From an optimization exercise on the open Yosys and OpenROAD flow, aimed at small area and few clock cycles per item; shortcuts taken in it are not production practice.
In this exercise RTL edits were held to simulation tests only and were not proved equivalent to the original.

==> flow/config.mk <==
export PLATFORM = sky130hd
export DESIGN_NAME = yuv420_crop_rotate_mirror_address
export DESIGN_NICKNAME = yuv420_crop_rotate_mirror_address
export VERILOG_FILES = /design/flow/design.v
export SDC_FILE = /design/flow/constraint.sdc
export NUM_CORES = 4
export LEC_CHECK = 0
export CAP_MARGIN = 20
export CORE_MARGIN = 2
export CORE_UTILIZATION = 40
export CTS_BUF_LIST = sky130_fd_sc_hd__clkbuf_8
export GPL_TIMING_DRIVEN = 0
export SLEW_MARGIN = 20
==> flow/standard.sh <==
#!/bin/bash
# synth_recipe.tcl (not shown) runs the flow's synth.tcl, then flattens the netlist and writes it again
# the make line also repeats each setting of config.mk as NAME=value (left out here)
make -C /OpenROAD-flow-scripts/flow DESIGN_CONFIG=/design/flow/config.mk WORK_HOME=/design/flow/orfs CLKGATE_MAP_FILE= SYNTH_SCRIPT=/design/flow/synth_recipe.tcl "${@:-finish}"
==> flow/design.v <==
package yuvcrm_pkg;
  localparam int DIM_W    = 13;
  localparam int POS_W    = 12;
  localparam int SAMPLE_W = 8;
  localparam int ADDR_W   = 24;
  localparam int PLANE_W  = 2;
  localparam int CFG_DATA_W = 32;
  localparam int CFG_ADDR_W = 5;
  localparam logic [DIM_W-1:0] RST_INPUT_WIDTH  = DIM_W'(640);
  localparam logic [DIM_W-1:0] RST_INPUT_HEIGHT = DIM_W'(480);
  localparam logic [DIM_W-1:0] RST_CROP_WIDTH   = DIM_W'(480);
  localparam logic [DIM_W-1:0] RST_CROP_HEIGHT  = DIM_W'(480);
endpackage
module yuv420_crop_rotate_mirror_address (
  input  logic                                 clk,
  input  logic                                 rst_n,
  input  logic                                 cfg_psel,
  input  logic                                 cfg_penable,
  input  logic                                 cfg_pwrite,
  input  logic [yuvcrm_pkg::CFG_ADDR_W-1:0]    cfg_paddr,
  input  logic [yuvcrm_pkg::CFG_DATA_W-1:0]    cfg_pwdata,
  output logic [yuvcrm_pkg::CFG_DATA_W-1:0]    cfg_prdata,
  output logic                                 cfg_pready,
  input  logic                                 in_tvalid,
  output logic                                 in_tready,
  input  logic [31:0]                          in_tdata,   
  input  logic [yuvcrm_pkg::PLANE_W-1:0]       in_tuser,   
  output logic                                 out_tvalid,
  input  logic                                 out_tready,
  output logic [31:0]                          out_tdata,  
  output logic [yuvcrm_pkg::PLANE_W-1:0]       out_tuser   
);
  localparam int DIM_W    = yuvcrm_pkg::DIM_W;
  localparam int POS_W    = yuvcrm_pkg::POS_W;
  localparam int SAMPLE_W = yuvcrm_pkg::SAMPLE_W;
  localparam int ADDR_W   = yuvcrm_pkg::ADDR_W;
  logic [1:0]       mode_r;
  logic [DIM_W-1:0] in_w_r, in_h_r, crop_w_r, crop_h_r;
  logic             cfg_wr;
  assign cfg_pready = 1'b1;
  assign cfg_wr     = cfg_psel && cfg_penable && cfg_pwrite;
  logic [4:0]       wen;
  logic [1:0]       wd_m;
  logic [DIM_W-1:0] wd_w, wd_h, wd_cw, wd_ch;
  always_comb begin
    for (int k = 0; k < 5; k++) wen[k] = !rst_n || (cfg_wr && cfg_paddr[4:2] == 3'(k));
    wd_m  = rst_n ? cfg_pwdata[1:0] : 2'd0;
    wd_w  = rst_n ? cfg_pwdata[DIM_W-1:0] : yuvcrm_pkg::RST_INPUT_WIDTH;
    wd_h  = rst_n ? cfg_pwdata[DIM_W-1:0] : yuvcrm_pkg::RST_INPUT_HEIGHT;
    wd_cw = rst_n ? cfg_pwdata[DIM_W-1:0] : yuvcrm_pkg::RST_CROP_WIDTH;
    wd_ch = rst_n ? cfg_pwdata[DIM_W-1:0] : yuvcrm_pkg::RST_CROP_HEIGHT;
  end
  always_ff @(posedge clk) begin
    if (wen[0]) mode_r   <= wd_m;
    if (wen[1]) in_w_r   <= wd_w;
    if (wen[2]) in_h_r   <= wd_h;
    if (wen[3]) crop_w_r <= wd_cw;
    if (wen[4]) crop_h_r <= wd_ch;
  end
  always_comb begin
    case (cfg_paddr[4:2])
      3'd0:    cfg_prdata = 32'(mode_r);
      3'd1:    cfg_prdata = 32'(in_w_r);
      3'd2:    cfg_prdata = 32'(in_h_r);
      3'd3:    cfg_prdata = 32'(crop_w_r);
      3'd4:    cfg_prdata = 32'(crop_h_r);
      default: cfg_prdata = '0;
    endcase
  end
  function automatic logic [DIM_W:0] rsub(input logic [DIM_W-1:0] a, input logic [DIM_W-1:0] b);
    logic c;
    logic [DIM_W-1:0] nb;
    nb = ~b;
    c  = 1'b1;
    for (int i = 0; i < DIM_W; i++) begin
      rsub[i] = a[i] ^ nb[i] ^ c;
      c       = (a[i] & nb[i]) | (a[i] & c) | (nb[i] & c);
    end
    rsub[DIM_W] = !c;
  endfunction
  function automatic logic [DIM_W:0] radd(input logic [DIM_W-1:0] a, input logic [DIM_W-1:0] b,
                                          input logic btop);
    logic c;
    c = 1'b0;
    for (int i = 0; i < DIM_W; i++) begin
      radd[i] = a[i] ^ b[i] ^ c;
      c       = (a[i] & b[i]) | (a[i] & c) | (b[i] & c);
    end
    radd[DIM_W] = btop ^ c;
  endfunction
  logic             mode_rot, mode_mir;
  logic [DIM_W-1:0] lim_y, lim_z;
  logic [DIM_W:0]   w_diff, h_diff;
  logic             cfg_ok_r;
  logic [DIM_W-1:0] lo_r;
  assign mode_mir = (mode_r == 2'd2);
  assign mode_rot = (mode_r == 2'd1);
  assign lim_y    = mode_mir ? crop_w_r : crop_h_r;
  assign lim_z    = mode_mir ? crop_h_r : crop_w_r;
  assign w_diff   = rsub(in_w_r, crop_w_r);
  assign h_diff   = rsub(in_h_r, crop_h_r);
  always_ff @(posedge clk) begin
    lo_r     <= mode_mir ? w_diff[DIM_W-1:0] : h_diff[DIM_W-1:0];
    cfg_ok_r <= (mode_r != 2'd3) && !w_diff[DIM_W] && !h_diff[DIM_W] &&
                !(in_w_r[12] && |in_w_r[11:0]) && !(in_h_r[12] && |in_h_r[11:0]);
  end
  logic [POS_W-1:0] in_row, in_col, u, v;
  logic             chroma;
  logic [DIM_W-1:0] lo, yp, lv;
  logic [DIM_W:0]   d_lo, d_hi, d_lv;
  logic             keep;
  logic [POS_W-1:0] mul_a, addend;
  assign in_row = in_tdata[11:0];
  assign in_col = in_tdata[23:12];
  assign chroma = |in_tuser;
  assign u      = mode_mir ? in_col : in_row;
  assign v      = mode_mir ? in_row : in_col;
  assign lo     = chroma ? {1'b0, lo_r[DIM_W-1:1]}  : lo_r;
  assign yp     = chroma ? {1'b0, lim_y[DIM_W-1:1]} : lim_y;
  assign lv     = chroma ? {1'b0, lim_z[DIM_W-1:1]} : lim_z;
  logic [DIM_W+1:0] s_lo, s_hi, s_lv;
  yuvcrm_padd #(.N(DIM_W+1), .KIND(1)) u_sub_lo (
    .a({2'b00, u}), .b(~{1'b0, lo}), .ci(1'b1), .s(s_lo));
  yuvcrm_padd #(.N(DIM_W+1), .KIND(0)) u_sub_hi (
    .a(d_lo), .b(~{1'b0, yp}), .ci(1'b1), .s(s_hi));
  yuvcrm_padd #(.N(DIM_W+1), .KIND(0)) u_sub_lv (
    .a({2'b00, v}), .b(~{1'b0, lv}), .ci(1'b1), .s(s_lv));
  assign d_lo = s_lo[DIM_W:0];
  assign d_hi = s_hi[DIM_W:0];
  assign d_lv = s_lv[DIM_W:0];
  assign keep   = cfg_ok_r && (in_tuser != 2'd3) && !d_lo[DIM_W] && d_hi[DIM_W] && d_lv[DIM_W];
  always_comb begin
    if (mode_mir) begin
      mul_a  = ~d_hi[POS_W-1:0];
      addend = ~d_lv[POS_W-1:0];
    end else if (mode_rot) begin
      mul_a  = v;
      addend = ~d_hi[POS_W-1:0];
    end else begin
      mul_a  = d_lo[POS_W-1:0];
      addend = v;
    end
  end
  logic                v_r;
  logic [1:0]          oplane_r;
  logic [SAMPLE_W-1:0] sample_r;
  logic [5:0]          sel1, sel2, sel3;
  logic [POS_W-1:0]    naddend_r;
  logic                go;
  logic go2, o_v_r;
  assign go2       = !o_v_r || out_tready;
  assign go        = !v_r || go2;
  assign in_tready = go;
  always_ff @(posedge clk) begin
    if (!rst_n) begin
      v_r <= 1'b0;
    end else if (go) begin
      v_r <= in_tvalid && keep;
    end
  end
  always_ff @(posedge clk) begin
    if (go) begin
      oplane_r <= {in_tuser[0], in_tuser[1]};   
      sample_r <= in_tdata[31:24];
      for (int j = 0; j < 6; j++) begin
        sel1[j] <= mul_a[2*j] & ~mul_a[2*j+1];
        sel2[j] <= ~mul_a[2*j] & mul_a[2*j+1];
        sel3[j] <= mul_a[2*j] & mul_a[2*j+1];
      end
      naddend_r <= ~addend;
    end
  end
  logic [DIM_W-1:0] mb;
  logic [DIM_W:0]   mb3;
  logic [DIM_W-1:0] nxs;
  logic [ADDR_W:0]  sum;
  logic             chroma_r;
  always_ff @(posedge clk) begin
    mb  <= (mode_r == 2'd0) ? crop_w_r : crop_h_r;
    mb3 <= radd(mb, {mb[DIM_W-2:0], 1'b0}, mb[DIM_W-1]);
  end
  assign chroma_r = |oplane_r;
  assign nxs      = chroma_r ? {naddend_r, 1'b1} : {1'b1, naddend_r};
  logic pp0_0;
  assign pp0_0 = ~((sel1[0] & mb[0]) | (sel3[0] & mb3[0]));
  logic pp0_1;
  assign pp0_1 = ~((sel1[0] & mb[1]) | (sel2[0] & mb[0]) | (sel3[0] & mb3[1]));
  logic pp0_2;
  assign pp0_2 = ~((sel1[0] & mb[2]) | (sel2[0] & mb[1]) | (sel3[0] & mb3[2]));
  logic pp0_3;
  assign pp0_3 = ~((sel1[0] & mb[3]) | (sel2[0] & mb[2]) | (sel3[0] & mb3[3]));
  logic pp0_4;
  assign pp0_4 = ~((sel1[0] & mb[4]) | (sel2[0] & mb[3]) | (sel3[0] & mb3[4]));
  logic pp0_5;
  assign pp0_5 = ~((sel1[0] & mb[5]) | (sel2[0] & mb[4]) | (sel3[0] & mb3[5]));
  logic pp0_6;
  assign pp0_6 = ~((sel1[0] & mb[6]) | (sel2[0] & mb[5]) | (sel3[0] & mb3[6]));
  logic pp0_7;
  assign pp0_7 = ~((sel1[0] & mb[7]) | (sel2[0] & mb[6]) | (sel3[0] & mb3[7]));
  logic pp0_8;
  assign pp0_8 = ~((sel1[0] & mb[8]) | (sel2[0] & mb[7]) | (sel3[0] & mb3[8]));
  logic pp0_9;
  assign pp0_9 = ~((sel1[0] & mb[9]) | (sel2[0] & mb[8]) | (sel3[0] & mb3[9]));
  logic pp0_10;
  assign pp0_10 = ~((sel1[0] & mb[10]) | (sel2[0] & mb[9]) | (sel3[0] & mb3[10]));
  logic pp0_11;
  assign pp0_11 = ~((sel1[0] & mb[11]) | (sel2[0] & mb[10]) | (sel3[0] & mb3[11]));
  logic pp0_12;
  assign pp0_12 = ~((sel1[0] & mb[12]) | (sel2[0] & mb[11]) | (sel3[0] & mb3[12]));
  logic pp0_13;
  assign pp0_13 = ~((sel2[0] & mb[12]) | (sel3[0] & mb3[13]));
  logic pp1_0;
  assign pp1_0 = ~((sel1[1] & mb[0]) | (sel3[1] & mb3[0]));
  logic pp1_1;
  assign pp1_1 = ~((sel1[1] & mb[1]) | (sel2[1] & mb[0]) | (sel3[1] & mb3[1]));
  logic pp1_2;
  assign pp1_2 = ~((sel1[1] & mb[2]) | (sel2[1] & mb[1]) | (sel3[1] & mb3[2]));
  logic pp1_3;
  assign pp1_3 = ~((sel1[1] & mb[3]) | (sel2[1] & mb[2]) | (sel3[1] & mb3[3]));
  logic pp1_4;
  assign pp1_4 = ~((sel1[1] & mb[4]) | (sel2[1] & mb[3]) | (sel3[1] & mb3[4]));
  logic pp1_5;
  assign pp1_5 = ~((sel1[1] & mb[5]) | (sel2[1] & mb[4]) | (sel3[1] & mb3[5]));
  logic pp1_6;
  assign pp1_6 = ~((sel1[1] & mb[6]) | (sel2[1] & mb[5]) | (sel3[1] & mb3[6]));
  logic pp1_7;
  assign pp1_7 = ~((sel1[1] & mb[7]) | (sel2[1] & mb[6]) | (sel3[1] & mb3[7]));
  logic pp1_8;
  assign pp1_8 = ~((sel1[1] & mb[8]) | (sel2[1] & mb[7]) | (sel3[1] & mb3[8]));
  logic pp1_9;
  assign pp1_9 = ~((sel1[1] & mb[9]) | (sel2[1] & mb[8]) | (sel3[1] & mb3[9]));
  logic pp1_10;
  assign pp1_10 = ~((sel1[1] & mb[10]) | (sel2[1] & mb[9]) | (sel3[1] & mb3[10]));
  logic pp1_11;
  assign pp1_11 = ~((sel1[1] & mb[11]) | (sel2[1] & mb[10]) | (sel3[1] & mb3[11]));
  logic pp1_12;
  assign pp1_12 = ~((sel1[1] & mb[12]) | (sel2[1] & mb[11]) | (sel3[1] & mb3[12]));
  logic pp1_13;
  assign pp1_13 = ~((sel2[1] & mb[12]) | (sel3[1] & mb3[13]));
  logic pp2_0;
  assign pp2_0 = ~((sel1[2] & mb[0]) | (sel3[2] & mb3[0]));
  logic pp2_1;
  assign pp2_1 = ~((sel1[2] & mb[1]) | (sel2[2] & mb[0]) | (sel3[2] & mb3[1]));
  logic pp2_2;
  assign pp2_2 = ~((sel1[2] & mb[2]) | (sel2[2] & mb[1]) | (sel3[2] & mb3[2]));
  logic pp2_3;
  assign pp2_3 = ~((sel1[2] & mb[3]) | (sel2[2] & mb[2]) | (sel3[2] & mb3[3]));
  logic pp2_4;
  assign pp2_4 = ~((sel1[2] & mb[4]) | (sel2[2] & mb[3]) | (sel3[2] & mb3[4]));
  logic pp2_5;
  assign pp2_5 = ~((sel1[2] & mb[5]) | (sel2[2] & mb[4]) | (sel3[2] & mb3[5]));
  logic pp2_6;
  assign pp2_6 = ~((sel1[2] & mb[6]) | (sel2[2] & mb[5]) | (sel3[2] & mb3[6]));
  logic pp2_7;
  assign pp2_7 = ~((sel1[2] & mb[7]) | (sel2[2] & mb[6]) | (sel3[2] & mb3[7]));
  logic pp2_8;
  assign pp2_8 = ~((sel1[2] & mb[8]) | (sel2[2] & mb[7]) | (sel3[2] & mb3[8]));
  logic pp2_9;
  assign pp2_9 = ~((sel1[2] & mb[9]) | (sel2[2] & mb[8]) | (sel3[2] & mb3[9]));
  logic pp2_10;
  assign pp2_10 = ~((sel1[2] & mb[10]) | (sel2[2] & mb[9]) | (sel3[2] & mb3[10]));
  logic pp2_11;
  assign pp2_11 = ~((sel1[2] & mb[11]) | (sel2[2] & mb[10]) | (sel3[2] & mb3[11]));
  logic pp2_12;
  assign pp2_12 = ~((sel1[2] & mb[12]) | (sel2[2] & mb[11]) | (sel3[2] & mb3[12]));
  logic pp2_13;
  assign pp2_13 = ~((sel2[2] & mb[12]) | (sel3[2] & mb3[13]));
  logic pp3_0;
  assign pp3_0 = ~((sel1[3] & mb[0]) | (sel3[3] & mb3[0]));
  logic pp3_1;
  assign pp3_1 = ~((sel1[3] & mb[1]) | (sel2[3] & mb[0]) | (sel3[3] & mb3[1]));
  logic pp3_2;
  assign pp3_2 = ~((sel1[3] & mb[2]) | (sel2[3] & mb[1]) | (sel3[3] & mb3[2]));
  logic pp3_3;
  assign pp3_3 = ~((sel1[3] & mb[3]) | (sel2[3] & mb[2]) | (sel3[3] & mb3[3]));
  logic pp3_4;
  assign pp3_4 = ~((sel1[3] & mb[4]) | (sel2[3] & mb[3]) | (sel3[3] & mb3[4]));
  logic pp3_5;
  assign pp3_5 = ~((sel1[3] & mb[5]) | (sel2[3] & mb[4]) | (sel3[3] & mb3[5]));
  logic pp3_6;
  assign pp3_6 = ~((sel1[3] & mb[6]) | (sel2[3] & mb[5]) | (sel3[3] & mb3[6]));
  logic pp3_7;
  assign pp3_7 = ~((sel1[3] & mb[7]) | (sel2[3] & mb[6]) | (sel3[3] & mb3[7]));
  logic pp3_8;
  assign pp3_8 = ~((sel1[3] & mb[8]) | (sel2[3] & mb[7]) | (sel3[3] & mb3[8]));
  logic pp3_9;
  assign pp3_9 = ~((sel1[3] & mb[9]) | (sel2[3] & mb[8]) | (sel3[3] & mb3[9]));
  logic pp3_10;
  assign pp3_10 = ~((sel1[3] & mb[10]) | (sel2[3] & mb[9]) | (sel3[3] & mb3[10]));
  logic pp3_11;
  assign pp3_11 = ~((sel1[3] & mb[11]) | (sel2[3] & mb[10]) | (sel3[3] & mb3[11]));
  logic pp3_12;
  assign pp3_12 = ~((sel1[3] & mb[12]) | (sel2[3] & mb[11]) | (sel3[3] & mb3[12]));
  logic pp3_13;
  assign pp3_13 = ~((sel2[3] & mb[12]) | (sel3[3] & mb3[13]));
  logic pp4_0;
  assign pp4_0 = ~((sel1[4] & mb[0]) | (sel3[4] & mb3[0]));
  logic pp4_1;
  assign pp4_1 = ~((sel1[4] & mb[1]) | (sel2[4] & mb[0]) | (sel3[4] & mb3[1]));
  logic pp4_2;
  assign pp4_2 = ~((sel1[4] & mb[2]) | (sel2[4] & mb[1]) | (sel3[4] & mb3[2]));
  logic pp4_3;
  assign pp4_3 = ~((sel1[4] & mb[3]) | (sel2[4] & mb[2]) | (sel3[4] & mb3[3]));
  logic pp4_4;
  assign pp4_4 = ~((sel1[4] & mb[4]) | (sel2[4] & mb[3]) | (sel3[4] & mb3[4]));
  logic pp4_5;
  assign pp4_5 = ~((sel1[4] & mb[5]) | (sel2[4] & mb[4]) | (sel3[4] & mb3[5]));
  logic pp4_6;
  assign pp4_6 = ~((sel1[4] & mb[6]) | (sel2[4] & mb[5]) | (sel3[4] & mb3[6]));
  logic pp4_7;
  assign pp4_7 = ~((sel1[4] & mb[7]) | (sel2[4] & mb[6]) | (sel3[4] & mb3[7]));
  logic pp4_8;
  assign pp4_8 = ~((sel1[4] & mb[8]) | (sel2[4] & mb[7]) | (sel3[4] & mb3[8]));
  logic pp4_9;
  assign pp4_9 = ~((sel1[4] & mb[9]) | (sel2[4] & mb[8]) | (sel3[4] & mb3[9]));
  logic pp4_10;
  assign pp4_10 = ~((sel1[4] & mb[10]) | (sel2[4] & mb[9]) | (sel3[4] & mb3[10]));
  logic pp4_11;
  assign pp4_11 = ~((sel1[4] & mb[11]) | (sel2[4] & mb[10]) | (sel3[4] & mb3[11]));
  logic pp4_12;
  assign pp4_12 = ~((sel1[4] & mb[12]) | (sel2[4] & mb[11]) | (sel3[4] & mb3[12]));
  logic pp4_13;
  assign pp4_13 = ~((sel2[4] & mb[12]) | (sel3[4] & mb3[13]));
  logic pp5_0;
  assign pp5_0 = ~((sel1[5] & mb[0]) | (sel3[5] & mb3[0]));
  logic pp5_1;
  assign pp5_1 = ~((sel1[5] & mb[1]) | (sel2[5] & mb[0]) | (sel3[5] & mb3[1]));
  logic pp5_2;
  assign pp5_2 = ~((sel1[5] & mb[2]) | (sel2[5] & mb[1]) | (sel3[5] & mb3[2]));
  logic pp5_3;
  assign pp5_3 = ~((sel1[5] & mb[3]) | (sel2[5] & mb[2]) | (sel3[5] & mb3[3]));
  logic pp5_4;
  assign pp5_4 = ~((sel1[5] & mb[4]) | (sel2[5] & mb[3]) | (sel3[5] & mb3[4]));
  logic pp5_5;
  assign pp5_5 = ~((sel1[5] & mb[5]) | (sel2[5] & mb[4]) | (sel3[5] & mb3[5]));
  logic pp5_6;
  assign pp5_6 = ~((sel1[5] & mb[6]) | (sel2[5] & mb[5]) | (sel3[5] & mb3[6]));
  logic pp5_7;
  assign pp5_7 = ~((sel1[5] & mb[7]) | (sel2[5] & mb[6]) | (sel3[5] & mb3[7]));
  logic pp5_8;
  assign pp5_8 = ~((sel1[5] & mb[8]) | (sel2[5] & mb[7]) | (sel3[5] & mb3[8]));
  logic pp5_9;
  assign pp5_9 = ~((sel1[5] & mb[9]) | (sel2[5] & mb[8]) | (sel3[5] & mb3[9]));
  logic pp5_10;
  assign pp5_10 = ~((sel1[5] & mb[10]) | (sel2[5] & mb[9]) | (sel3[5] & mb3[10]));
  logic pp5_11;
  assign pp5_11 = ~((sel1[5] & mb[11]) | (sel2[5] & mb[10]) | (sel3[5] & mb3[11]));
  logic pp5_12;
  assign pp5_12 = ~((sel1[5] & mb[12]) | (sel2[5] & mb[11]) | (sel3[5] & mb3[12]));
  logic pp5_13;
  assign pp5_13 = ~((sel2[5] & mb[12]) | (sel3[5] & mb3[13]));
  logic fs0;
  logic fc0;
  assign fs0 = nxs[2] ^ pp0_2 ^ pp1_0;
  assign fc0 = (nxs[2] & pp0_2) | (nxs[2] & pp1_0) | (pp0_2 & pp1_0);
  logic fs1;
  logic fc1;
  assign fs1 = nxs[3] ^ pp0_3 ^ pp1_1;
  assign fc1 = (nxs[3] & pp0_3) | (nxs[3] & pp1_1) | (pp0_3 & pp1_1);
  logic fs2;
  logic fc2;
  assign fs2 = nxs[4] ^ pp0_4 ^ pp1_2;
  assign fc2 = (nxs[4] & pp0_4) | (nxs[4] & pp1_2) | (pp0_4 & pp1_2);
  logic fs3;
  logic fc3;
  assign fs3 = pp2_0 ^ fc1 ^ fs2;
  assign fc3 = (pp2_0 & fc1) | (pp2_0 & fs2) | (fc1 & fs2);
  logic fs4;
  logic fc4;
  assign fs4 = nxs[5] ^ pp0_5 ^ pp1_3;
  assign fc4 = (nxs[5] & pp0_5) | (nxs[5] & pp1_3) | (pp0_5 & pp1_3);
  logic fs5;
  logic fc5;
  assign fs5 = pp2_1 ^ fc2 ^ fs4;
  assign fc5 = (pp2_1 & fc2) | (pp2_1 & fs4) | (fc2 & fs4);
  logic fs6;
  logic fc6;
  assign fs6 = nxs[6] ^ pp0_6 ^ pp1_4;
  assign fc6 = (nxs[6] & pp0_6) | (nxs[6] & pp1_4) | (pp0_6 & pp1_4);
  logic fs7;
  logic fc7;
  assign fs7 = pp2_2 ^ pp3_0 ^ fc4;
  assign fc7 = (pp2_2 & pp3_0) | (pp2_2 & fc4) | (pp3_0 & fc4);
  logic fs8;
  logic fc8;
  assign fs8 = fs6 ^ fc5 ^ fs7;
  assign fc8 = (fs6 & fc5) | (fs6 & fs7) | (fc5 & fs7);
  logic fs9;
  logic fc9;
  assign fs9 = nxs[7] ^ pp0_7 ^ pp1_5;
  assign fc9 = (nxs[7] & pp0_7) | (nxs[7] & pp1_5) | (pp0_7 & pp1_5);
  logic fs10;
  logic fc10;
  assign fs10 = pp2_3 ^ pp3_1 ^ fc6;
  assign fc10 = (pp2_3 & pp3_1) | (pp2_3 & fc6) | (pp3_1 & fc6);
  logic fs11;
  logic fc11;
  assign fs11 = fs9 ^ fc7 ^ fs10;
  assign fc11 = (fs9 & fc7) | (fs9 & fs10) | (fc7 & fs10);
  logic fs12;
  logic fc12;
  assign fs12 = nxs[8] ^ pp0_8 ^ pp1_6;
  assign fc12 = (nxs[8] & pp0_8) | (nxs[8] & pp1_6) | (pp0_8 & pp1_6);
  logic fs13;
  logic fc13;
  assign fs13 = pp2_4 ^ pp3_2 ^ pp4_0;
  assign fc13 = (pp2_4 & pp3_2) | (pp2_4 & pp4_0) | (pp3_2 & pp4_0);
  logic fs14;
  logic fc14;
  assign fs14 = fc9 ^ fs12 ^ fs13;
  assign fc14 = (fc9 & fs12) | (fc9 & fs13) | (fs12 & fs13);
  logic fs15;
  logic fc15;
  assign fs15 = fc10 ^ fs14 ^ fc11;
  assign fc15 = (fc10 & fs14) | (fc10 & fc11) | (fs14 & fc11);
  logic fs16;
  logic fc16;
  assign fs16 = nxs[9] ^ pp0_9 ^ pp1_7;
  assign fc16 = (nxs[9] & pp0_9) | (nxs[9] & pp1_7) | (pp0_9 & pp1_7);
  logic fs17;
  logic fc17;
  assign fs17 = pp2_5 ^ pp3_3 ^ pp4_1;
  assign fc17 = (pp2_5 & pp3_3) | (pp2_5 & pp4_1) | (pp3_3 & pp4_1);
  logic fs18;
  logic fc18;
  assign fs18 = fc12 ^ fc13 ^ fs16;
  assign fc18 = (fc12 & fc13) | (fc12 & fs16) | (fc13 & fs16);
  logic fs19;
  logic fc19;
  assign fs19 = fs17 ^ fc14 ^ fs18;
  assign fc19 = (fs17 & fc14) | (fs17 & fs18) | (fc14 & fs18);
  logic fs20;
  logic fc20;
  assign fs20 = nxs[10] ^ pp0_10 ^ pp1_8;
  assign fc20 = (nxs[10] & pp0_10) | (nxs[10] & pp1_8) | (pp0_10 & pp1_8);
  logic fs21;
  logic fc21;
  assign fs21 = pp2_6 ^ pp3_4 ^ pp4_2;
  assign fc21 = (pp2_6 & pp3_4) | (pp2_6 & pp4_2) | (pp3_4 & pp4_2);
  logic fs22;
  logic fc22;
  assign fs22 = pp5_0 ^ fc16 ^ fc17;
  assign fc22 = (pp5_0 & fc16) | (pp5_0 & fc17) | (fc16 & fc17);
  logic fs23;
  logic fc23;
  assign fs23 = fs20 ^ fs21 ^ fc18;
  assign fc23 = (fs20 & fs21) | (fs20 & fc18) | (fs21 & fc18);
  logic fs24;
  logic fc24;
  assign fs24 = fs22 ^ fc19 ^ fs23;
  assign fc24 = (fs22 & fc19) | (fs22 & fs23) | (fc19 & fs23);
  logic fs25;
  logic fc25;
  assign fs25 = nxs[11] ^ pp0_11 ^ pp1_9;
  assign fc25 = (nxs[11] & pp0_11) | (nxs[11] & pp1_9) | (pp0_11 & pp1_9);
  logic fs26;
  logic fc26;
  assign fs26 = pp2_7 ^ pp3_5 ^ pp4_3;
  assign fc26 = (pp2_7 & pp3_5) | (pp2_7 & pp4_3) | (pp3_5 & pp4_3);
  logic fs27;
  logic fc27;
  assign fs27 = pp5_1 ^ fc20 ^ fc21;
  assign fc27 = (pp5_1 & fc20) | (pp5_1 & fc21) | (fc20 & fc21);
  logic fs28;
  logic fc28;
  assign fs28 = fs25 ^ fs26 ^ fc22;
  assign fc28 = (fs25 & fs26) | (fs25 & fc22) | (fs26 & fc22);
  logic fs29;
  logic fc29;
  assign fs29 = fs27 ^ fc23 ^ fs28;
  assign fc29 = (fs27 & fc23) | (fs27 & fs28) | (fc23 & fs28);
  logic fs30;
  logic fc30;
  assign fs30 = nxs[12] ^ pp0_12 ^ pp1_10;
  assign fc30 = (nxs[12] & pp0_12) | (nxs[12] & pp1_10) | (pp0_12 & pp1_10);
  logic fs31;
  logic fc31;
  assign fs31 = pp2_8 ^ pp3_6 ^ pp4_4;
  assign fc31 = (pp2_8 & pp3_6) | (pp2_8 & pp4_4) | (pp3_6 & pp4_4);
  logic fs32;
  logic fc32;
  assign fs32 = pp5_2 ^ fc25 ^ fc26;
  assign fc32 = (pp5_2 & fc25) | (pp5_2 & fc26) | (fc25 & fc26);
  logic fs33;
  logic fc33;
  assign fs33 = fs30 ^ fs31 ^ fc27;
  assign fc33 = (fs30 & fs31) | (fs30 & fc27) | (fs31 & fc27);
  logic fs34;
  logic fc34;
  assign fs34 = fs32 ^ fc28 ^ fs33;
  assign fc34 = (fs32 & fc28) | (fs32 & fs33) | (fc28 & fs33);
  logic fs35;
  logic fc35;
  assign fs35 = pp0_13 ^ pp1_11 ^ pp2_9;
  assign fc35 = (pp0_13 & pp1_11) | (pp0_13 & pp2_9) | (pp1_11 & pp2_9);
  logic fs36;
  logic fc36;
  assign fs36 = pp3_7 ^ pp4_5 ^ pp5_3;
  assign fc36 = (pp3_7 & pp4_5) | (pp3_7 & pp5_3) | (pp4_5 & pp5_3);
  logic fs37;
  logic fc37;
  assign fs37 = fc30 ^ fc31 ^ fs35;
  assign fc37 = (fc30 & fc31) | (fc30 & fs35) | (fc31 & fs35);
  logic fs38;
  logic fc38;
  assign fs38 = fs36 ^ fc32 ^ fs37;
  assign fc38 = (fs36 & fc32) | (fs36 & fs37) | (fc32 & fs37);
  logic fs39;
  logic fc39;
  assign fs39 = fc33 ^ fs38 ^ fc34;
  assign fc39 = (fc33 & fs38) | (fc33 & fc34) | (fs38 & fc34);
  logic fs40;
  logic fc40;
  assign fs40 = pp1_12 ^ pp2_10 ^ pp3_8;
  assign fc40 = (pp1_12 & pp2_10) | (pp1_12 & pp3_8) | (pp2_10 & pp3_8);
  logic fs41;
  logic fc41;
  assign fs41 = pp4_6 ^ pp5_4 ^ fc35;
  assign fc41 = (pp4_6 & pp5_4) | (pp4_6 & fc35) | (pp5_4 & fc35);
  logic fs42;
  logic fc42;
  assign fs42 = fc36 ^ fs40 ^ fc37;
  assign fc42 = (fc36 & fs40) | (fc36 & fc37) | (fs40 & fc37);
  logic fs43;
  logic fc43;
  assign fs43 = fs41 ^ fc38 ^ fs42;
  assign fc43 = (fs41 & fc38) | (fs41 & fs42) | (fc38 & fs42);
  logic fs44;
  logic fc44;
  assign fs44 = pp1_13 ^ pp2_11 ^ pp3_9;
  assign fc44 = (pp1_13 & pp2_11) | (pp1_13 & pp3_9) | (pp2_11 & pp3_9);
  logic fs45;
  logic fc45;
  assign fs45 = pp4_7 ^ pp5_5 ^ fc40;
  assign fc45 = (pp4_7 & pp5_5) | (pp4_7 & fc40) | (pp5_5 & fc40);
  logic fs46;
  logic fc46;
  assign fs46 = fs44 ^ fc41 ^ fs45;
  assign fc46 = (fs44 & fc41) | (fs44 & fs45) | (fc41 & fs45);
  logic fs47;
  logic fc47;
  assign fs47 = fc42 ^ fs46 ^ fc43;
  assign fc47 = (fc42 & fs46) | (fc42 & fc43) | (fs46 & fc43);
  logic fs48;
  logic fc48;
  assign fs48 = pp2_12 ^ pp3_10 ^ pp4_8;
  assign fc48 = (pp2_12 & pp3_10) | (pp2_12 & pp4_8) | (pp3_10 & pp4_8);
  logic fs49;
  logic fc49;
  assign fs49 = pp5_6 ^ fc44 ^ fs48;
  assign fc49 = (pp5_6 & fc44) | (pp5_6 & fs48) | (fc44 & fs48);
  logic fs50;
  logic fc50;
  assign fs50 = fc45 ^ fs49 ^ fc46;
  assign fc50 = (fc45 & fs49) | (fc45 & fc46) | (fs49 & fc46);
  logic fs51;
  logic fc51;
  assign fs51 = pp2_13 ^ pp3_11 ^ pp4_9;
  assign fc51 = (pp2_13 & pp3_11) | (pp2_13 & pp4_9) | (pp3_11 & pp4_9);
  logic fs52;
  logic fc52;
  assign fs52 = pp5_7 ^ fc48 ^ fs51;
  assign fc52 = (pp5_7 & fc48) | (pp5_7 & fs51) | (fc48 & fs51);
  logic fs53;
  logic fc53;
  assign fs53 = fc49 ^ fs52 ^ fc50;
  assign fc53 = (fc49 & fs52) | (fc49 & fc50) | (fs52 & fc50);
  logic fs54;
  logic fc54;
  assign fs54 = pp3_12 ^ pp4_10 ^ pp5_8;
  assign fc54 = (pp3_12 & pp4_10) | (pp3_12 & pp5_8) | (pp4_10 & pp5_8);
  logic fs55;
  logic fc55;
  assign fs55 = fc51 ^ fs54 ^ fc52;
  assign fc55 = (fc51 & fs54) | (fc51 & fc52) | (fs54 & fc52);
  logic fs56;
  logic fc56;
  assign fs56 = pp3_13 ^ pp4_11 ^ pp5_9;
  assign fc56 = (pp3_13 & pp4_11) | (pp3_13 & pp5_9) | (pp4_11 & pp5_9);
  logic fs57;
  logic fc57;
  assign fs57 = fc54 ^ fs56 ^ fc55;
  assign fc57 = (fc54 & fs56) | (fc54 & fc55) | (fs56 & fc55);
  logic fs58;
  logic fc58;
  assign fs58 = pp4_12 ^ pp5_10 ^ fc56;
  assign fc58 = (pp4_12 & pp5_10) | (pp4_12 & fc56) | (pp5_10 & fc56);
  logic fs59;
  logic fc59;
  assign fs59 = pp4_13 ^ pp5_11 ^ fc58;
  assign fc59 = (pp4_13 & pp5_11) | (pp4_13 & fc58) | (pp5_11 & fc58);
  logic [24:0] ra, rb;
  assign ra = {1'b1, pp5_13, pp5_12, fs59, fs58, fs57, fs55, fs53, fs50, fs47, fs43, fs39, fc29, fc24, fs24, fs19, fs15, fc8, fs8, fc3, fs3, fc0, fs0, nxs[1], nxs[0]};
  assign rb = {1'b1, 1'b1, fc59, 1'b1, fc57, 1'b1, fc53, 1'b1, fc47, 1'b1, fc39, 1'b1, fs34, fs29, 1'b1, fc15, 1'b1, fs11, 1'b1, fs5, 1'b1, fs1, 1'b1, pp0_1, pp0_0};
  logic [24:0] cp, cg;
  assign cp = ra ^ rb;
  assign cg = ra & rb;
  logic cg0c;
  assign cg0c = cg[0] | cp[0];
  logic pg0;
  assign pg0 = cg[1] | (cp[1] & cg0c);
  logic pp0x;
  assign pp0x = cp[1] & cp[0];
  logic pg1;
  assign pg1 = cg[3] | (cp[3] & cg[2]);
  logic pp1x;
  assign pp1x = cp[3] & cp[2];
  logic pg2;
  assign pg2 = cg[5] | (cp[5] & cg[4]);
  logic pp2x;
  assign pp2x = cp[5] & cp[4];
  logic pg3;
  assign pg3 = cg[7] | (cp[7] & cg[6]);
  logic pp3x;
  assign pp3x = cp[7] & cp[6];
  logic pg4;
  assign pg4 = cg[9] | (cp[9] & cg[8]);
  logic pp4x;
  assign pp4x = cp[9] & cp[8];
  logic pg5;
  assign pg5 = cg[11] | (cp[11] & cg[10]);
  logic pp5x;
  assign pp5x = cp[11] & cp[10];
  logic pg6;
  assign pg6 = cg[13] | (cp[13] & cg[12]);
  logic pp6x;
  assign pp6x = cp[13] & cp[12];
  logic pg7;
  assign pg7 = cg[15] | (cp[15] & cg[14]);
  logic pp7x;
  assign pp7x = cp[15] & cp[14];
  logic pg8;
  assign pg8 = cg[17] | (cp[17] & cg[16]);
  logic pp8x;
  assign pp8x = cp[17] & cp[16];
  logic pg9;
  assign pg9 = cg[19] | (cp[19] & cg[18]);
  logic pp9x;
  assign pp9x = cp[19] & cp[18];
  logic pg10;
  assign pg10 = cg[21] | (cp[21] & cg[20]);
  logic pp10x;
  assign pp10x = cp[21] & cp[20];
  logic pg11;
  assign pg11 = cg[23] | (cp[23] & cg[22]);
  logic pp11x;
  assign pp11x = cp[23] & cp[22];
  logic pg12;
  assign pg12 = pg1 | (pp1x & pg0);
  logic pp12x;
  assign pp12x = pp1x & pp0x;
  logic pg13;
  assign pg13 = pg3 | (pp3x & pg2);
  logic pp13x;
  assign pp13x = pp3x & pp2x;
  logic pg14;
  assign pg14 = pg5 | (pp5x & pg4);
  logic pp14x;
  assign pp14x = pp5x & pp4x;
  logic pg15;
  assign pg15 = pg7 | (pp7x & pg6);
  logic pp15x;
  assign pp15x = pp7x & pp6x;
  logic pg16;
  assign pg16 = pg9 | (pp9x & pg8);
  logic pp16x;
  assign pp16x = pp9x & pp8x;
  logic pg17;
  assign pg17 = pg11 | (pp11x & pg10);
  logic pp17x;
  assign pp17x = pp11x & pp10x;
  logic pg18;
  assign pg18 = pg13 | (pp13x & pg12);
  logic pp18x;
  assign pp18x = pp13x & pp12x;
  logic pg19;
  assign pg19 = pg15 | (pp15x & pg14);
  logic pp19x;
  assign pp19x = pp15x & pp14x;
  logic pg20;
  assign pg20 = pg17 | (pp17x & pg16);
  logic pp20x;
  assign pp20x = pp17x & pp16x;
  logic pg21;
  assign pg21 = pg19 | (pp19x & pg18);
  logic pp21x;
  assign pp21x = pp19x & pp18x;
  logic pg22;
  assign pg22 = pg20 | (pp20x & pg21);
  logic pp22x;
  assign pp22x = pp20x & pp21x;
  logic pg23;
  assign pg23 = pg14 | (pp14x & pg18);
  logic pp23x;
  assign pp23x = pp14x & pp18x;
  logic pg24;
  assign pg24 = pg16 | (pp16x & pg21);
  logic pp24x;
  assign pp24x = pp16x & pp21x;
  logic pg25;
  assign pg25 = pg2 | (pp2x & pg12);
  logic pp25x;
  assign pp25x = pp2x & pp12x;
  logic pg26;
  assign pg26 = pg4 | (pp4x & pg18);
  logic pp26x;
  assign pp26x = pp4x & pp18x;
  logic pg27;
  assign pg27 = pg6 | (pp6x & pg23);
  logic pp27x;
  assign pp27x = pp6x & pp23x;
  logic pg28;
  assign pg28 = pg8 | (pp8x & pg21);
  logic pp28x;
  assign pp28x = pp8x & pp21x;
  logic pg29;
  assign pg29 = pg10 | (pp10x & pg24);
  logic pp29x;
  assign pp29x = pp10x & pp24x;
  logic pg30;
  assign pg30 = cg[2] | (cp[2] & pg0);
  logic pp30x;
  assign pp30x = cp[2] & pp0x;
  logic pg31;
  assign pg31 = cg[4] | (cp[4] & pg12);
  logic pp31x;
  assign pp31x = cp[4] & pp12x;
  logic pg32;
  assign pg32 = cg[6] | (cp[6] & pg25);
  logic pp32x;
  assign pp32x = cp[6] & pp25x;
  logic pg33;
  assign pg33 = cg[8] | (cp[8] & pg18);
  logic pp33x;
  assign pp33x = cp[8] & pp18x;
  logic pg34;
  assign pg34 = cg[10] | (cp[10] & pg26);
  logic pp34x;
  assign pp34x = cp[10] & pp26x;
  logic pg35;
  assign pg35 = cg[12] | (cp[12] & pg23);
  logic pp35x;
  assign pp35x = cp[12] & pp23x;
  logic pg36;
  assign pg36 = cg[14] | (cp[14] & pg27);
  logic pp36x;
  assign pp36x = cp[14] & pp27x;
  logic pg37;
  assign pg37 = cg[16] | (cp[16] & pg21);
  logic pp37x;
  assign pp37x = cp[16] & pp21x;
  logic pg38;
  assign pg38 = cg[18] | (cp[18] & pg28);
  logic pp38x;
  assign pp38x = cp[18] & pp28x;
  logic pg39;
  assign pg39 = cg[20] | (cp[20] & pg24);
  logic pp39x;
  assign pp39x = cp[20] & pp24x;
  logic pg40;
  assign pg40 = cg[22] | (cp[22] & pg29);
  logic pp40x;
  assign pp40x = cp[22] & pp29x;
  logic pg41;
  assign pg41 = cg[24] | (cp[24] & pg22);
  logic pp41x;
  assign pp41x = cp[24] & pp22x;
  assign sum = {~(cp[24] ^ pg22), ~(cp[23] ^ pg40), ~(cp[22] ^ pg29), ~(cp[21] ^ pg39), ~(cp[20] ^ pg24), ~(cp[19] ^ pg38), ~(cp[18] ^ pg28), ~(cp[17] ^ pg37), ~(cp[16] ^ pg21), ~(cp[15] ^ pg36), ~(cp[14] ^ pg27), ~(cp[13] ^ pg35), ~(cp[12] ^ pg23), ~(cp[11] ^ pg34), ~(cp[10] ^ pg26), ~(cp[9] ^ pg33), ~(cp[8] ^ pg18), ~(cp[7] ^ pg32), ~(cp[6] ^ pg25), ~(cp[5] ^ pg31), ~(cp[4] ^ pg12), ~(cp[3] ^ pg30), ~(cp[2] ^ pg0), ~(cp[1] ^ cg0c), cp[0]};
  logic [1:0]          o_oplane_r;
  logic [SAMPLE_W-1:0] o_sample_r;
  logic [ADDR_W-1:0]   o_addr_r;
  always_ff @(posedge clk) begin
    if (!rst_n) begin
      o_v_r <= 1'b0;
    end else if (go2) begin
      o_v_r <= v_r;
    end
  end
  always_ff @(posedge clk) begin
    if (go2) begin
      o_oplane_r <= oplane_r;
      o_sample_r <= sample_r;
      o_addr_r   <= chroma_r ? sum[ADDR_W:1] : sum[ADDR_W-1:0];
    end
  end
  assign out_tvalid = o_v_r;
  assign out_tuser  = o_oplane_r;
  assign out_tdata  = {o_sample_r, o_addr_r};
endmodule
module yuvcrm_padd #(parameter int N = 14, parameter int KIND = 1) (
  input  logic [N-1:0] a,
  input  logic [N-1:0] b,
  input  logic         ci,
  output logic [N:0]   s
);
  localparam int L = (N <= 2) ? 1 : (N <= 4) ? 2 : (N <= 8) ? 3 : (N <= 16) ? 4 : 5;
  logic [N-1:0] g [0:2*L+1];
  logic [N-1:0] p [0:2*L+1];
  logic [N-1:0] pb, gb;
  assign pb = a ^ b;
  assign gb = a & b;
  always_comb begin
    g[0] = gb;
    p[0] = pb;
    g[0][0] = gb[0] | (pb[0] & ci);
    for (int l = 0; l < 2*L+1; l++) begin
      g[l+1] = g[l];
      p[l+1] = p[l];
    end
    if (KIND == 0) begin
      for (int l = 0; l < L; l++) begin
        g[l+1] = g[l];
        p[l+1] = p[l];
        for (int i = 0; i < N; i++)
          if ((i >> l) & 1) begin
            g[l+1][i] = g[l][i] | (p[l][i] & g[l][((i >> l) << l) - 1]);
            p[l+1][i] = p[l][i] & p[l][((i >> l) << l) - 1];
          end
      end
      for (int l = L; l < 2*L+1; l++) begin
        g[l+1] = g[l];
        p[l+1] = p[l];
      end
    end else if (KIND == 1) begin
      for (int l = 0; l < L; l++) begin
        g[l+1] = g[l];
        p[l+1] = p[l];
        for (int i = (2 << l) - 1; i < N; i += (2 << l)) begin
          g[l+1][i] = g[l][i] | (p[l][i] & g[l][i - (1 << l)]);
          p[l+1][i] = p[l][i] & p[l][i - (1 << l)];
        end
      end
      for (int l = L - 1; l >= 0; l--) begin
        g[2*L-l] = g[2*L-l-1];
        p[2*L-l] = p[2*L-l-1];
        for (int i = (3 << l) - 1; i < N; i += (2 << l)) begin
          g[2*L-l][i] = g[2*L-l-1][i] | (p[2*L-l-1][i] & g[2*L-l-1][i - (1 << l)]);
          p[2*L-l][i] = p[2*L-l-1][i] & p[2*L-l-1][i - (1 << l)];
        end
      end
      g[2*L+1] = g[2*L];
      p[2*L+1] = p[2*L];
    end else begin
      for (int i = 1; i < N; i++) begin
        g[1][i] = g[1][i] | (p[1][i] & g[1][i-1]);
      end
      for (int l = 1; l < 2*L+1; l++) begin
        g[l+1] = g[l];
        p[l+1] = p[l];
      end
    end
  end
  always_comb begin
    s[0] = pb[0] ^ ci;
    for (int i = 1; i < N; i++) s[i] = pb[i] ^ g[2*L+1][i-1];
    s[N] = g[2*L+1][N-1];
  end
endmodule
==> flow/flow/run.sh <==
#!/bin/bash
# The standard layout (the standard.sh: ORFS synthesis through finish), with one
# change: the buffers that placement puts on every input and output port are the
# platform's smallest plain buffer instead of the cell buffer_ports picks by itself.
set -euo pipefail
export BUFFER_PORTS_ARGS="-buffer_cell sky130_fd_sc_hd__buf_1"
bash standard.sh > standard.log 2>&1
==> flow/constraint.sdc <==
create_clock -name core_clock -period 6.0 [get_ports {clk}]
set_input_delay 1.2000 -clock core_clock [delete_from_list [all_inputs] [get_ports {clk}]]
set_output_delay 1.2000 -clock core_clock [all_outputs]
set_load 0.01 [all_outputs]
==> parameters.txt, run 1 <==
Parameter                              Value

Clocking
  TritonCTS buffer count    17
  Number of sinks handled by clock tree synthesis    171
  TritonCTS clock tree    yes
  Clock root buffer    clkbuf_8
  Clock latency of the later-clocked register in the worst-skew pair    0.50 ns
  Depth of the CTS H-tree    4
  Max Root-Sink Buffers    2
  Clock slew at the register clock pins of the worst setup and hold paths    about 0.10 ns

Logic synthesis
  Proportion of synthesized area in mux cells    0.0834
  Compound-cell area share of the yosys netlist    0.146
  Biggest area contributors in the synthesized netlist    edfxtp_1 28%, fa_1 17%, dfxtp_1 6.4%, a222oi_1 5.3%, mux2i_1 5.3%
  Cell taking the most area after synthesis    edfxtp_1
  Synthesized-area fraction occupied by adder cells    0.222
  Area of the mapped netlist    13500 sq um
  Top cell type's share of synthesized area    0.284
  Count of flip-flops with a built-in enable after synthesis    about 130
  Post-synth ARST share    0
  Simple-gate area share of the yosys netlist    0.101
  Dominant combinational cell family by area after synthesis    adder cells
  Number of distinct library cells after synthesis    60
  Yosys warns    7
  Count leader, synth    inv_1
  Mapped Cells    1322
  Xor-xnor portion of the synthesized cell area    0.0181
  Seq/Total Area, Yosys    0.348
  Post-Syn Area per Cell    10.2 sq um
  Most frequently used flop master after synthesis    edfxtp_1
  Commonest cells in the netlist    170 x inv_1, 157 x nand2_1, 128 x edfxtp_1
  Flops & latches, synth    171

STA
  Slew at the pin with the worst max-slew slack    0.785 ns
  Worst relative slew slack    0.476
  Post-layout minimum cycle time    roughly 5.8 ns
  Achievable Freq    174 MHz
  Period Utilization, post-route    0.958
  Total count of max-transition violations in the final report    0
  Final hold violations    0
  Setup Viol. Count Final    0
  Layout Skew    0.0191 ns

Min path
  Type of the worst min-delay path    flop to flop

Route
  Initial DRC count    about 1300
  Vias after detailed routing    10500
  Number of design rule violations left after detail routing    0
  Routed length per placed instance    19.9 microns
  Initial DRT Pass Iterations    10
  Final wirelength    about 39000 microns
  Remaining antenna violation count after routing    0
  Routed vias/inst    5.44

Global route
  Largest net degree at the start of global routing    35
  Vias in the first global route    10600
  Number of antenna violations at the first check in global routing    3
  GRT Overall Usage    0.225
  First-pass GRT wire length    60700 microns
  Leftover overflow at the end of global routing    0

Finish
  Layout net count    1724
  Final design area excluding fillers    between 15000 and 20000 sq um
  Post-synthesis to final-layout area growth    12.4%
  Final Util    0.454
  Proportion of layout cells with a drive suffix above 1    0.110

Placement
  Global placer's final weighted congestion    0.928
  Number of port buffers    104
  Final HPWL DP    around 31000 microns
  Dpl cell area    approximately 15000 sq um

Critical path
  Critical path peak fanout    3
  Standard cell with the maximum stage delay on the critical path    edfxtp_1
  Delay of the slowest cell on the worst path    roughly 0.44 ns
  Cell type with the highest occurrence count on the critical path    fa_1
  Crit path DAT    6.18 ns
  Critical path class    flop to flop
  Critical Path RT    between 6 and 7 ns
  Series of cell instances along the critical path    ha_1, fa_1, fa_1, fa_1, fa_1, fa_2, fa_2, fa_1, fa_1, fa_1, fa_1, fa_1, fa_1, nor2_1, nand2_1, nor3_1
  Kind of start point of the critical path    flop
  Crit. End Element    flop

Run status
  Status    complete, no violations

Die
  Initial core utilization    0.404
  Vert. Die Dim    188 microns
  Site Rows    67
  Full die area    35300 sq um
  Top-Level Pins    roughly 150
  DIE WIDTH    roughly 190 microns
  CORE AREA    33400 sq um

Flow run
  Maximum Capacitance Violations    0
[cell usage in the layout (no fill, tap or decap), drive strengths merged, types with 4 or more instances in the layout]
cell,count
inv,180
buf,158
nand2,157
edfxtp,128
fa,115
a222oi,72
mux2i,71
clkbuf,71
o21ai,70
nor2,59
ha,56
a21oi,46
dfxtp,43
mux2,37
and2,25
conb,20
a22oi,17
xnor2,16
nor2b,14
xor2,12
a211oi,12
nand2b,11
o21a,11
a21o,10
nor4,10
nor3,8
nand3,7
a22o,6
o211ai,5
a31oi,4
clkinv,4
[registers in the layout, indices dropped and copies added (netlist names), 2 cells and up]
name,cells
o_addr_r,24
mb3,14
crop_h_r,13
crop_w_r,13
in_h_r,13
in_w_r,13
lo_r,13
mb,13
naddend_r,12
o_sample_r,8
sample_r,8
sel1,6
sel2,6
sel3,6
mode_r,2
o_oplane_r,2
oplane_r,2
[critical path, delay by kind of cell, from the launching register on]
| family | cells | cell delay (ns) |
|---|---|---|
| fa+ha+maj | 13 | 4.88 |
| flops | 1 | 0.44 |
| simple gates | 3 | 0.34 |
[metrics by stage]
stage / hold slack [ns] / setup TNS, ns / std cells / setup WS [ns]
after CTS: 0.428 / 0 / 1926 / 0.00249
after global routing: 0.444 / -0.0239 / 1937 / -0.0218
final: 0.425 / 0 / 1939 / 0.250
after global placement: 0.401 / -5.75 / 1892 / -0.624
after floorplan: 0.378 / 0 / 1340 / 0.306
after detailed placement: 0.406 / -6.82 / 1895 / -0.648
[worst paths after layout]
| path | endpoint | slack (ns) | cells after the start | startpoint |
|---|---|---|---|---|
| setup / recovery | cfg_ok_r$_DFF_P_ | 0.25 | 16 | crop_w_r[0]$_DFFE_PP_ |
| hold / removal | o_sample_r[1]$_DFFE_PP_ | 0.42 | 0 | sample_r[1]$_DFFE_PP_ |
| setup reg to reg | cfg_ok_r$_DFF_P_ | 0.25 | 16 | crop_w_r[0]$_DFFE_PP_ |
| hold reg to reg | o_sample_r[1]$_DFFE_PP_ | 0.42 | 0 | sample_r[1]$_DFFE_PP_ |
[layout make-up]
class | count | area [sq um]
fill | 3199 | 18200
inverter | 171 | 642
multi-input combinational | 903 | 7880
timing repair buffer | 122 | 561
sequential | 171 | 4700
antenna | 3 | 7.51
clock inverter | 14 | 128
tap | 448 | 561
buffer | 89 | 468
clock buffer | 18 | 248
[cells by family after synthesis]
group / after synthesis
buffers and inverters: 266
xor gates and xnor gates: 28
adders and majority gates: 171
DFF: 171
muxes: 108
AOI/OAI and AO/OA: 270
other: 2
and+or+nand+nor: 306
[metal layers]
metal | global-route usage | up-vias | share of wire
li1 | - | 4938 | -
met1 | 0.281 | 5133 | 0.42
met2 | 0.388 | 406 | 0.49
met3 | 0.0331 | 65 | 0.054
met4 | 0.0942 | 0 | 0.033
met5 | 0 | - | 0
[what timing repair did]
action / in CTS / in global routing
pin swaps: 0 / 4
buffers inserted: 0 / 15
endpoints found under the setup margin: 10 / 19
resized for setup: 7 / 51
hold buffers: 0 / 0
cloned: 0 / 0
Testbench counts, summed over its fixed seeds: cycles 58,814, items 58,788.
==> inputs of run 2 (changes only) <==
--- a/flow/config.mk
+++ b/flow/config.mk
@@ -5,9 +5,9 @@
 export SDC_FILE = /design/flow/constraint.sdc
 export NUM_CORES = 4
 export LEC_CHECK = 0
+export ABC_AREA = 1
 export CAP_MARGIN = 20
 export CORE_MARGIN = 2
 export CORE_UTILIZATION = 40
 export CTS_BUF_LIST = sky130_fd_sc_hd__clkbuf_8
-export GPL_TIMING_DRIVEN = 0
 export SLEW_MARGIN = 20
==> run 2 against run 1 <==
Compared with the run above: sequential share of layout area is 0.89 points higher; utilization fell by 1.4 points; final cell count increased by 9.3%; synthesized area is 0.53% higher; wire length is 8.4% lower; register-to-register slack lost 0.06 ns; final area decreased by 2.8%; critical path depth grew 1; highest routed layer unchanged; count of clock-buffer cells in the layout shrank 1; die area increased by 0.52%; fmax fell by 0.99%.
==> parameters.txt, run 2 <==
Parameter                              Value

Logic synthesis
  Most frequently used flop master after synthesis    edfxtp_1
  Post-synth ARST share    0
  Commonest cells in the netlist    368 x nand2_1, 277 x inv_1, 128 x edfxtp_1
  Mapped Cells    1580
  Area of the mapped netlist    13600 sq um
  Biggest area contributors in the synthesized netlist    edfxtp_1 28%, fa_1 17%, nand2_1 10%, inv_1 7.6%, dfxtp_1 6.3%
  Count leader, synth    nand2_1
  Post-Syn Area per Cell    ~8.6 sq um
  Top cell type's share of synthesized area    0.283
  Number of distinct library cells after synthesis    46
  Count of flip-flops with a built-in enable after synthesis    128
  Yosys warns    7
  Flops & latches, synth    roughly 170
  Seq/Total Area, Yosys    0.346
  Cell taking the most area after synthesis    edfxtp_1

Finish
  Post-synthesis to final-layout area growth    8.72%
  Proportion of layout cells with a drive suffix above 1    0.0467
  Commonest non-fill, non-tap cell in the layout    nand2_1
  Number of flip-flops under the largest register name    24
  Final Util    0.441
  Most used cells in the layout excluding fill and tap cells    368 x nand2_1, 278 x inv_1, 128 x edfxtp_1
  Top reg by flops    o_addr_r
  Top Registers    o_addr_r: 24 flops, mb3: 14 flops
  Layout net count    approximately 1900
  Final cell count without fillers    2119

STA
  Total count of max-transition violations in the final report    0
  Post-layout minimum cycle time    5.81 ns
  Worst relative slew slack    0.454
  Period Utilization, post-route    0.968
  Achievable Freq    172 MHz
  Setup Viol. Count Final    0
  Layout Skew    0.0228 ns
  Slew at the pin with the worst max-slew slack    0.819 ns
  Final hold violations    0
  Crit path setup slack, layout    a little under 0.2 ns
  Unrepaired setup endpoints after global routing    no
  Setup TNS    0 ns

Critical path
  Cell type with the highest occurrence count on the critical path    fa_1
  Critical Path RT    roughly 6.4 ns
  Worst path bufs/invs    1
  Critical path peak fanout    2
  Delay of the slowest cell on the worst path    ~0.40 ns
  Kind of start point of the critical path    flop
  Critical path class    flop to flop
  Crit. End Element    flop
  Standard cell with the maximum stage delay on the critical path    fa_1
  Series of cell instances along the critical path    inv_1, ha_1, fa_1, fa_1, fa_1, fa_1, fa_1, fa_1, fa_1, fa_1, fa_1, fa_1, fa_1, fa_1, nor2_1, o21ai_0, nor3_1
  Family with the most delay on the worst path    adder cells
  Crit path DAT    6.23 ns

Global route
  Top Usage Layer GRT    met2
  Met1 Usage GRT    0.291
  Largest net degree at the start of global routing    73
  GRT Overall Usage    0.207
  Met2 Usage GRT    0.326
  First-pass GRT wire length    56400 microns
  Vias in the first global route    10300
  Number of antenna violations at the first check in global routing    2
  Global routing usage on met3    0.0345
  Leftover overflow at the end of global routing    0

Clocking
  Max Root-Sink Buffers    2
  TritonCTS buffer count    17
  Clock slew at the register clock pins of the worst setup and hold paths    ~0.10 ns
  Clock latency of the later-clocked register in the worst-skew pair    about 0.5 ns
  Depth of the CTS H-tree    4
  Clock root buffer    clkbuf_8
  TritonCTS clock tree    yes
  Hold buffer count at cts    0
  Number of sinks handled by clock tree synthesis    ~170

Die
  Full die area    about 35000 sq um
  Initial core utilization    0.405
  Top-Level Pins    147
  CORE AREA    roughly 34000 sq um
  Site Rows    67
  Vert. Die Dim    around 190 microns
  DIE WIDTH    188 microns

Route
  Initial DRT Pass Iterations    5
  Routed vias/inst    5.01
  Initial DRC count    roughly 800
  Routed length per placed instance    between 15 and 20 microns
  Vias after detailed routing    10600
  Number of design rule violations left after detail routing    0
  Final wirelength    35300 microns
  Remaining antenna violation count after routing    0

Placement
  Final HPWL DP    ~28000 microns
  Number of port buffers    105
  Global placer's final weighted congestion    slightly above 0.9
  Number of cells after detailed placement    2083
  DP Worst Slack    0.148 ns

Run status
  Status    complete, no violations

Flow run
  Maximum Capacitance Violations    0

Min path
  Type of the worst min-delay path    flop to flop
[run 2: changes by cell type after synthesis, moves of 43 or more]
| cell | change |
|---|---|
| nand3_1 | +57 |
| mux2i_1 | -43 |
| nand2_1 | +211 |
| o21ai_0 | +58 |
| inv_1 | +107 |
| a222oi_1 | -72 |
[run 2: metal layers]
metal | vias to the layer above | wire length, microns
met5 | - | 0
met4 | 0 | 873
met3 | 48 | 2310
met2 | 357 | 15900
met1 | 4972 | 16200
li1 | 5245 | -
[run 2: kinds of logic (layout without fill, tap and decap cells)]
group / Yosys count / count (layout) / share of synthesized area
buffers and inverters: 369 / 441 / 0.110
flip-flops: 171 / 171 / 0.346
multiplexers: 28 / 28 / 0.0206
adder cells (fa/ha/maj): 171 / 171 / 0.221
AO/OA/AOI/OAI: 296 / 296 / 0.132
XOR/XNOR: 21 / 21 / 0.0135
other: 2 / 21 / 0.000553
AND/OR/NAND/NOR: 522 / 522 / 0.155
[run 2: area by class of cell]
| cell class | count | area [sq um] |
|---|---|---|
| Clock inverter | 15 | 159 |
| Antenna cell | 1 | 2.50 |
| Timing Repair Buffer | 130 | 582 |
| Inverter | 279 | 1050 |
| Tap cell | 448 | 561 |
| Fill cell | 3277 | 18800 |
| Sequential cell | 171 | 4700 |
| Multi-Input combinational cell | 1058 | 7490 |
| Clock buffer | 17 | 234 |
[run 2: worst paths after layout]
path                         startpoint                       to  slack (ns)  cells after the start
hold / removal    sample_r[4]$_DFFE_PP_  o_sample_r[4]$_DFFE_PP_        0.43                      0
setup reg to reg    in_h_r[0]$_DFFE_PP_         cfg_ok_r$_DFF_P_        0.19                     17
hold reg to reg   sample_r[4]$_DFFE_PP_  o_sample_r[4]$_DFFE_PP_        0.43                      0
setup / recovery    in_h_r[0]$_DFFE_PP_         cfg_ok_r$_DFF_P_        0.19                     17
[run 2: through the flow]
| stage | cell area, sq um | hold WS, ns |
|---|---|---|
| 2_1_floorplan | 13700 | 0.354 |
| 3_3_place_gp | 14300 | 0.401 |
| 3_5_place_dp | 14300 | 0.405 |
| 4_1_cts | 14700 | 0.429 |
| 5_1_grt | 14800 | 0.441 |
| 6_report | 14800 | 0.428 |
[run 2: what timing repair did]
item                       CTS  global route
setup endpoints to repair    0             1
gates resized for setup      0             2
buffers inserted             0             3
==> inputs of run 3 (changes only) <==
--- a/flow/config.mk
+++ b/flow/config.mk
@@ -5,7 +5,6 @@
 export SDC_FILE = /design/flow/constraint.sdc
 export NUM_CORES = 4
 export LEC_CHECK = 0
-export ABC_AREA = 1
 export CAP_MARGIN = 20
 export CORE_MARGIN = 2
 export CORE_UTILIZATION = 40
==> run 3 against run 2 <==
Compared with the run above: first-iteration DRC count grew 45%; final cell count decreased by 11%; fmax increased by 1.5%; worst setup slack better by 0.086 ns; clock skew decreased by 0.0035 ns; sequential share of layout area decreased by 0.25 points; hold slack lost 0.0017 ns.
==> parameters.txt, run 3 <==
Parameter                              Value

Route
  Final wirelength    approximately 33000 microns
  Routed vias/inst    5.35
  Routed length per placed instance    17.7 microns
  Remaining antenna violation count after routing    0
  Initial DRT Pass Iterations    15
  Vias after detailed routing    10100
  Initial DRC count    1156
  Number of design rule violations left after detail routing    0

Logic synthesis
  Most frequently used flop master after synthesis    edfxtp_1
  Dominant combinational cell family by area after synthesis    adder cells
  Xor-xnor portion of the synthesized cell area    0.0181
  Number of distinct library cells after synthesis    60
  Post-synth ARST share    0
  Seq/Total Area, Yosys    0.348
  Cell taking the most area after synthesis    edfxtp_1
  Simple-gate area share of the yosys netlist    0.101
  Biggest area contributors in the synthesized netlist    edfxtp_1 28%, fa_1 17%, dfxtp_1 6.4%, a222oi_1 5.3%, mux2i_1 5.3%
  Count of flip-flops with a built-in enable after synthesis    ~130
  Mapped Cells    1322
  Synthesized-area fraction occupied by adder cells    0.222
  Top cell type's share of synthesized area    0.284
  Proportion of synthesized area in mux cells    0.0834
  Flops & latches, synth    between 150 and 200
  Commonest cells in the netlist    170 x inv_1, 157 x nand2_1, 128 x edfxtp_1
  Area of the mapped netlist    13500 sq um
  Count leader, synth    inv_1
  Post-Syn Area per Cell    between 10 and 15 sq um
  Compound-cell area share of the yosys netlist    0.146
  Yosys warns    7

Placement
  Global placer's final weighted congestion    0.916
  DP Worst Slack    roughly 0.083 ns
  Dpl cell area    14500 sq um
  Number of port buffers    about 110
  Final HPWL DP    26400 microns

Die
  Site Rows    67
  Top-Level Pins    147
  CORE AREA    33400 sq um
  DIE WIDTH    188 microns
  Full die area    35300 sq um
  Initial core utilization    0.404
  Vert. Die Dim    188 microns

Finish
  Final design area excluding fillers    14900 sq um
  Commonest non-fill, non-tap cell in the layout    inv_1
  Count of fill cells added during filler insertion    between 3000 and 4000
  Layout net count    1670
  Top Registers    o_addr_r: 24 flops, mb3: 14 flops
  Proportion of layout cells with a drive suffix above 1    0.0983
  Most used cells in the layout excluding fill and tap cells    171 x inv_1, 156 x nand2_1, 128 x edfxtp_1
  Top reg by flops    o_addr_r
  Number of flip-flops under the largest register name    24
  Post-synthesis to final-layout area growth    10.2%

Critical path
  Critical Path RT    6.43 ns
  Worst setup slack for register-to-register paths    0.28 ns
  R2r startpoint    in_w_r[0]$_SDFFCE_PN0P_
  Kind of start point of the critical path    flop
  Critical path peak fanout    3
  Reg2reg end    cfg_ok_r$_DFF_P_
  Cells on worst reg2reg path    17
  Crit path DAT    6.15 ns
  Crit. End Element    flop
  Critical path class    flop to flop

Clocking
  Number of sinks handled by clock tree synthesis    ~170
  TritonCTS buffer count    17
  Depth of the CTS H-tree    4
  Clock root buffer    clkbuf_8
  Max Root-Sink Buffers    2
  TritonCTS clock tree    yes
  Clock slew at the register clock pins of the worst setup and hold paths    around 0.1 ns
  Clock latency of the later-clocked register in the worst-skew pair    about 0.5 ns

Min path
  Type of the worst min-delay path    flop to flop
  Destination of the worst hold path    o_sample_r[5]$_DFFE_PP_
  Worst hold start    sample_r[5]$_DFFE_PP_
  Hold Crit Depth    0

Global route
  Number of antenna violations at the first check in global routing    3
  GRT Overall Usage    0.195
  Leftover overflow at the end of global routing    0
  First-pass GRT wire length    53900 microns
  Vias in the first global route    10100
  Largest net degree at the start of global routing    56

STA
  Total count of max-transition violations in the final report    0
  Hold slack final    0.426 ns
  Unrepaired setup endpoints after global routing    no
  Layout Skew    roughly 0.019 ns
  Post-layout minimum cycle time    5.72 ns
  Worst relative slew slack    0.247
  Slew at the pin with the worst max-slew slack    about 1.1 ns
  Setup Viol. Count Final    0
  Period Utilization, post-route    0.954
  Crit path setup slack, layout    0.278 ns
  Setup TNS    0 ns
  Final hold violations    0
  Achievable Freq    between 150 and 200 MHz

Flow run
  Maximum Capacitance Violations    0

Run status
  Status    complete, no violations
-- run 3: worst max-delay path by stage --
stage	start	to	slack [ns]	depth (start not counted)
3_5_place_dp	in_w_r[0]$_SDFFCE_PN0P_	cfg_ok_r$_DFF_P_	0.08	17
3_3_place_gp	in_w_r[0]$_SDFFCE_PN0P_	cfg_ok_r$_DFF_P_	0.16	17
2_1_floorplan	in_tuser[1]	sel1[4]$_DFFE_PP_	0.31	22
5_1_grt	sel1[2]$_DFFE_PP_	o_addr_r[23]$_DFFE_PP_	0.05	19
4_1_cts	in_w_r[0]$_SDFFCE_PN0P_	cfg_ok_r$_DFF_P_	0.05	17
6_report	in_w_r[0]$_SDFFCE_PN0P_	cfg_ok_r$_DFF_P_	0.28	17
-- run 3: routing by layer --
| metal | track usage | wire length, microns | up-vias |
|---|---|---|---|
| met2 | 0.327 | 15900 | 402 |
| met1 | 0.248 | 14100 | 4791 |
| met4 | 0.0687 | 827 | 4 |
| met3 | 0.0455 | 2400 | 47 |
| li1 | - | - | 4823 |
| met5 | 0 | 27 | - |
-- run 3: final cells by class --
type	instances	area, sq um	share of cell area
well taps	448	561	0.0376
flip-flops and latches	171	4700	0.316
diodes	1	2.50	0.000168
clock inverters	14	113	0.00756
inverters	171	642	0.0431
multi-input cells	903	7840	0.526
clock buffers	18	248	0.0166
repair buffers	157	785	0.0527
-- run 3: repair_timing --
action	4_1_cts	5_1_grt
hold buffers	0	0
setup endpoints to repair	0	3
resized for setup	0	8
buffers inserted	0	2
-- run 3: kinds of logic after synthesis --
group / count (synthesis)
AOI/OAI and AO/OA: 270
and+or+nand+nor: 306
buffers and inverters: 266
other: 2
xor gates and xnor gates: 28
adders and majority gates: 171
muxes: 108
DFF: 171
-- run 3: metrics by stage --
step | std cells | util
5_1_grt | 1882 | 0.445
3_5_place_dp | 1848 | 0.433
4_1_cts | 1880 | 0.444
3_3_place_gp | 1848 | 0.433
6_report | 1883 | 0.445
2_1_floorplan | 1340 | -
-- run 3: critical path, cell delays in order, from the launching register on --
cell      delay [ns]
edfxtp_1        0.39
inv_1           0.06
ha_1            0.21
fa_1            0.40
fa_1            0.40
fa_2            0.36
fa_1            0.39
fa_2            0.36
fa_1            0.39
fa_2            0.36
fa_1            0.39
fa_1            0.40
fa_1            0.39
fa_1            0.39
fa_1            0.39
nor2_2          0.13
nand2_1         0.07
nor3_2          0.18

[static timing again, ports no longer ideal]
The flow's constraints put no driver on any port. The routed layouts listed below were extracted and timed again, unchanged, in two steps.
Step 1 assumes that a clkbuf_16 drives the clock port and a buf_2 every other input.
Step 2 also shifts input and output timing later by t, the mid clock arrival at the registers, as if the neighbouring blocks saw the same clock.
Three values: ideal, step 1, step 2; two values: the first two.
| run | t (ns) | setup WS [ns] | latest minus earliest clock arrival (ns) | cell pins on the clock port's net |
|---|---|---|---|---|
| run 1 | 0.541 | 0.250 / 0.250 / -0.213 | 0.021 / 0.020 | 1 |
| run 2 | 0.538 | 0.192 / 0.192 / 0.192 | 0.023 / 0.024 | 1 |
| run 3 | 0.540 | 0.278 / 0.278 / 0.278 | 0.021 / 0.021 | 1 |
With both steps, setup timing fails in run 1, where it was met with ideal ports. For run 1, which loses most, drivers alone change the setup slack by 0.000 ns; drivers and shift together by -0.463 ns.
